What follows belongs to an exercise in optimizing a design on an open flow for small area, a short achievable clock period and few clock cycles per item; a production flow would make more cautious choices. Only simulation tests tie the RTL to the original design; equivalence was not proved.

===== flow/run.sh =====
#!/bin/bash
# synth_recipe.tcl (not shown) runs the flow's synth.tcl, then flattens the netlist and writes it again
# the make line also repeats each setting of config.mk as NAME=value (left out here)
make -C /OpenROAD-flow-scripts/flow DESIGN_CONFIG=/design/flow/config.mk WORK_HOME=/design/flow/orfs CLKGATE_MAP_FILE= SYNTH_SCRIPT=/design/flow/synth_recipe.tcl finish

===== flow/config.mk =====
export PLATFORM = sky130hd
export DESIGN_NAME = mul_pipe
export DESIGN_NICKNAME = mul_pipe
export VERILOG_FILES = /design/flow/design.v
export SDC_FILE = /design/flow/constraint.sdc
export NUM_CORES = 4
export LEC_CHECK = 0
export CAP_MARGIN = 20
export CORE_MARGIN = 2
export CORE_UTILIZATION = 40
export SLEW_MARGIN = 20

===== flow/constraint.sdc =====
create_clock -name core_clock -period 16.0 [get_ports {clk}]
set_input_delay 3.2000 -clock core_clock [delete_from_list [all_inputs] [get_ports {clk}]]
set_output_delay 3.2000 -clock core_clock [all_outputs]
set_load 0.01 [all_outputs]

===== flow/design.v =====
module mul_pipe #(
  parameter int WIDTH  = 64,
  parameter int STAGES = 5,
  parameter int TAG_W  = 5
) (
  input  logic             clk,
  input  logic             resetn,
  input  logic             in_valid,
  output logic             in_ready,
  input  logic [WIDTH-1:0] a,
  input  logic [WIDTH-1:0] b,
  input  logic [1:0]       mul_type,
  input  logic [TAG_W-1:0] in_tag,
  input  logic             flush,
  output logic             out_valid,
  input  logic             out_ready,
  output logic [WIDTH-1:0] out_res,
  output logic [TAG_W-1:0] out_tag,
  output logic             busy
);
  localparam int PW = 2 * WIDTH;
  logic              s_a;
  logic              s_b;
  logic              lo;
  logic [PW-1:0]     a_ext;
  logic [PW-1:0]     b_ext;
  logic [PW-1:0]     prod;
  logic [STAGES-1:0] valid;
  logic [STAGES-1:0] move;
  logic [WIDTH-1:0]  res_q;
  logic [TAG_W-1:0]  tag_q;
  assign s_a   = (mul_type != 2'b11);
  assign s_b   = !mul_type[1];
  assign lo    = (mul_type == 2'b00);
  assign a_ext = {{WIDTH{a[WIDTH-1] & s_a}}, a};
  assign b_ext = {{WIDTH{b[WIDTH-1] & s_b}}, b};
  assign prod  = a_ext * b_ext;
  for (genvar g = 0; g < STAGES; g++) begin : g_move
    assign move[g] = out_ready || !(&valid[STAGES-1:g]);
  end
  assign in_ready  = move[0] && !flush;
  assign out_valid = valid[STAGES-1];
  assign busy      = |valid;
  assign out_res   = res_q;
  assign out_tag   = tag_q;
  always_ff @(posedge clk or negedge resetn) begin
    if (!resetn) begin
      valid <= '0;
    end else if (flush) begin
      valid <= '0;
    end else begin
      if (move[0]) valid[0] <= in_valid;
      for (int i = 1; i < STAGES; i++) begin
        if (move[i]) valid[i] <= valid[i-1];
      end
    end
  end
  if (STAGES == 1) begin : g_one
    always_ff @(posedge clk or negedge resetn) begin
      if (!resetn) begin
        res_q <= '0;
        tag_q <= '0;
      end else if (in_valid && in_ready) begin
        res_q <= lo ? prod[WIDTH-1:0] : prod[PW-1:WIDTH];
        tag_q <= in_tag;
      end
    end
  end else begin : g_multi
    logic [PW-1:0]    p_q  [STAGES-1];
    logic [TAG_W-1:0] t_q  [STAGES-1];
    logic [STAGES-2:0] lo_q;
    always_ff @(posedge clk) begin
      if (in_valid && in_ready) begin
        p_q[0]  <= prod;
        t_q[0]  <= in_tag;
        lo_q[0] <= lo;
      end
      for (int i = 1; i < STAGES - 1; i++) begin
        if (move[i] && valid[i-1]) begin
          p_q[i]  <= p_q[i-1];
          t_q[i]  <= t_q[i-1];
          lo_q[i] <= lo_q[i-1];
        end
      end
    end
    always_ff @(posedge clk or negedge resetn) begin
      if (!resetn) begin
        res_q <= '0;
        tag_q <= '0;
      end else if (move[STAGES-1] && valid[STAGES-2]) begin
        res_q <= lo_q[STAGES-2] ? p_q[STAGES-2][WIDTH-1:0]
                                : p_q[STAGES-2][PW-1:WIDTH];
        tag_q <= t_q[STAGES-2];
      end
    end
  end
endmodule

==> run summary <==
## final cells by class
cell class / instances / area [um2] / area share [%]
clock inverter: 34 / 385 / 0.230
sequential: 610 / 17900 / 10.7
timing repair buffer: 493 / 3900 / 2.33
clock buffer: 69 / 1430 / 0.853
inverter: 4165 / 15600 / 9.33
antenna: 12 / 30.0 / 0.0179
tap: 5242 / 6560 / 3.92
multi-input combinational: 10300 / 122000 / 72.6
## cells by family (layout without fill, tap and decap cells)
| logic type | after synthesis | in the layout |
|---|---|---|
| muxes | 70 | 70 |
| adders and majority gates | 4913 | 4913 |
| AOI/OAI and AO/OA | 524 | 524 |
| other | 0 | 12 |
| xor gates and xnor gates | 148 | 148 |
| DFF | 610 | 610 |
| buffers and inverters | 5147 | 4761 |
| and+or+nand+nor | 4650 | 4650 |
## through the flow
step,worst slack [ns],util [%]
after floorplan,1.70,-
after global placement,1.06,41.9
after detailed placement,0.897,41.9
after CTS,1.56,42.3
after global routing,0.836,42.3
final,1.59,42.3
## synthesized netlist by cell type (74+ instances only)
| master | count |
|---|---|
| fa_1 | 4468 |
| clkbuf_1 | 958 |
| nand2_1 | 2883 |
| inv_1 | 4165 |
| o21ai_0 | 88 |
| dfrtp_1 | 74 |
| xnor2_1 | 99 |
| a21oi_1 | 228 |
| and2_1 | 1398 |
| ha_1 | 445 |
| edfxtp_1 | 536 |
| nor2_1 | 212 |
## per-layer routing
layer,vias up,track usage (%),wire length (um)
met5,-,0,92
met3,969,5.55,45800
met4,14,10.2,23700
met1,57700,34.9,202000
met2,4784,39.4,222000
li1,44200,-,-
## flip-flops by register name, indices dropped and copies added (netlist names)
| signal | flops |
|---|---|
| valid | 5 |
| tag_q | 5 |
| g_multi.t_q | 20 |
| g_multi.lo_q | 4 |
| g_multi.p_q | 512 |
| res_q | 64 |
## critical path, delay by kind of cell
kind / cells / cell delay, ns
AO/OA/AOI/OAI: 9 / 1.85
XOR/XNOR: 1 / 0.09
AND/OR/NAND/NOR: 3 / 0.70
adder cells (fa/ha/maj): 11 / 6.04
buffers and inverters: 10 / 2.77
## worst paths after layout
check	to	slack, ns	cells after the start
hold reg to reg	g_multi.p_q[3][124]$_DFFE_PP_	0.39	0
max in group asynchronous	res_q[53]$_DFFE_PN0P_	12.49	2
hold / removal	g_multi.p_q[3][124]$_DFFE_PP_	0.39	0
min in group asynchronous	tag_q[4]$_DFFE_PN0P_	2.51	1
setup / recovery	g_multi.p_q[0][127]$_DFFE_PP_	1.59	34
setup reg to reg	g_multi.p_q[0][125]$_DFFE_PP_	12.27	7
==> impl_metrics.toml <==
[outcome]
status = "timing/DRC/antenna clean"

[finish]
stdcell_area_um2 = 167000
final_cell_mix = "4466 x fa_1, 4165 x inv_1, 2883 x nand2_1, 1397 x and2_1, 536 x edfxtp_1"
stdcell_count = 20900
nets = 20700
final_common_cell = "fa_1"
fillers = 38300
area_growth_pct = 5.46
drive_gt1_share_pct = 3.38

[clocking]
clockBufferDepth = 3
clkSinkCount = 610
htree_levels = 2
cts_root_buf = "clkbuf_16"
post_cts_buffers = 0
cts_buffers = 55
cts_tree = "yes"
cts_hold_buf = 0
clkTransAtPathRegs_ns = 0.06
ctsResizeCount = 0
clkLatencyLatePin_ns = 0.65

[critical_path]
crit_slowest_cell = "fa_1"
r2r-start = "valid[4]$_DFFE_PN0P_"
end_kind = "register"
startpoint = "mul_type[0]"
start_kind = "primary input"
worstSetupPathType = "primary input to register"
critical_path.max_stage_delay_ns = 0.86
worstPathRequired_ns = 16.36
arrival_ns = 14.77
cp_max_fo = 63
critPathMostFrequentCell = "fa_1"

[sta]
maxSlewHeadroom_pct = 17.1
finalSetupTns_ns = 0
skew_ns = 0.0578
hold_ws_ns = 0.393
hold_viol = 0
worst_pin_slew_ns = 1.24
drv_slew = 0
layout_min_cycle_time_ns = 14.41
grt_setup_unrepaired = "false"
setup_viol = 0
fmax_ghz = 0.0694
fin_crit_sh_pct = 90.1

[synth]
ys.flop_type = "edfxtp_1"
synth_cell_types = 70
synth_area_leader_cell = "fa_1"
synth_compound_area_share_pct = 2.00
synth-edff-count = 536
ys_warn_count = 3
yosysTopAreaCellShare_pct = 56.3
synth-adder-area-share_pct = 59.8
synth_nets = 21100
synthMuxAreaShare_pct = 0.445
async_flop_share_pct = 12.1
yosys.area_share.simple_pct = 13.4
synth_xor_area_share_pct = 0.816
synth_top_family_by_area = "adder cells"
synth_area_um2 = 159000
synth.avg_cell_area_um2 = 9.89
yosysSeqAreaShare_pct = 11.3
netlist_top_cells_area = "fa_1 56%, edfxtp_1 10%, inv_1 9.8%, nand2_1 6.8%, and2_1 5.5%"
syn-instance-count = 16100
synth-seq-cells = 610

[die]
dieHeight_um = 634
core_um2 = 396000
ios = 212
die_w_um = 634
die-area_um2 = 402000
rows = 231
start_util_pct = 40.1

[placed_design]
place_inst = 20800
numPortBuffers = 211
dpl.hpwl_um = 410000
place.gp.congestion = 0.952
place_area_um2 = 166000

[drt]
drc = 0
via_per_inst = 5.14
wire_per_inst_um = 23.6
vias = 108000
dr.first_iter.drc_count = 8452
firstDrtPassIters = 8
detail-route-antenna-nets = 0
wirelength_um = 494000

[global_route]
antenna_found_initial = 38
grt_start_max_net_pins = 84
grt_usage_pct = 25.5
overflow = 0
grt_pass1_vias = 118000
grt_pass1_wl_um = 761000

[job]
max_cap_viol_count = 0

[hold_path]
hold_class = "register to register"
hp-start = "g_multi.p_q[2][124]$_DFFE_PP_"
Testbench counts, summed over its fixed seeds: cycles 14,780, items 4,800.

-- re-timing with driven ports --
How much do the figures lean on ideal ports? The routed layout below was timed once more, with nothing changed but the port constraints. Step 1, drivers: a clkbuf_16 drives clk and a buf_2 each remaining input, both assumed. Step 2 moves the port delays by t, midway between the first and last clock arrival at a register: inputs arrive t later, outputs are due t later. That takes back most of the time a late clock gives input paths. a / b / c = ideal ports / drivers / drivers and shift; a / b = the first two.
t, ns: 0.678
setup slack, ns: 1.586 / 1.617 / 0.938
worst setup path at the end: input to register
worst data-port slew with drivers (ns): 0.18
After both steps this run still meets setup and hold. For this run, drivers alone change the setup slack by +0.031 ns; drivers and shift together by -0.648 ns.
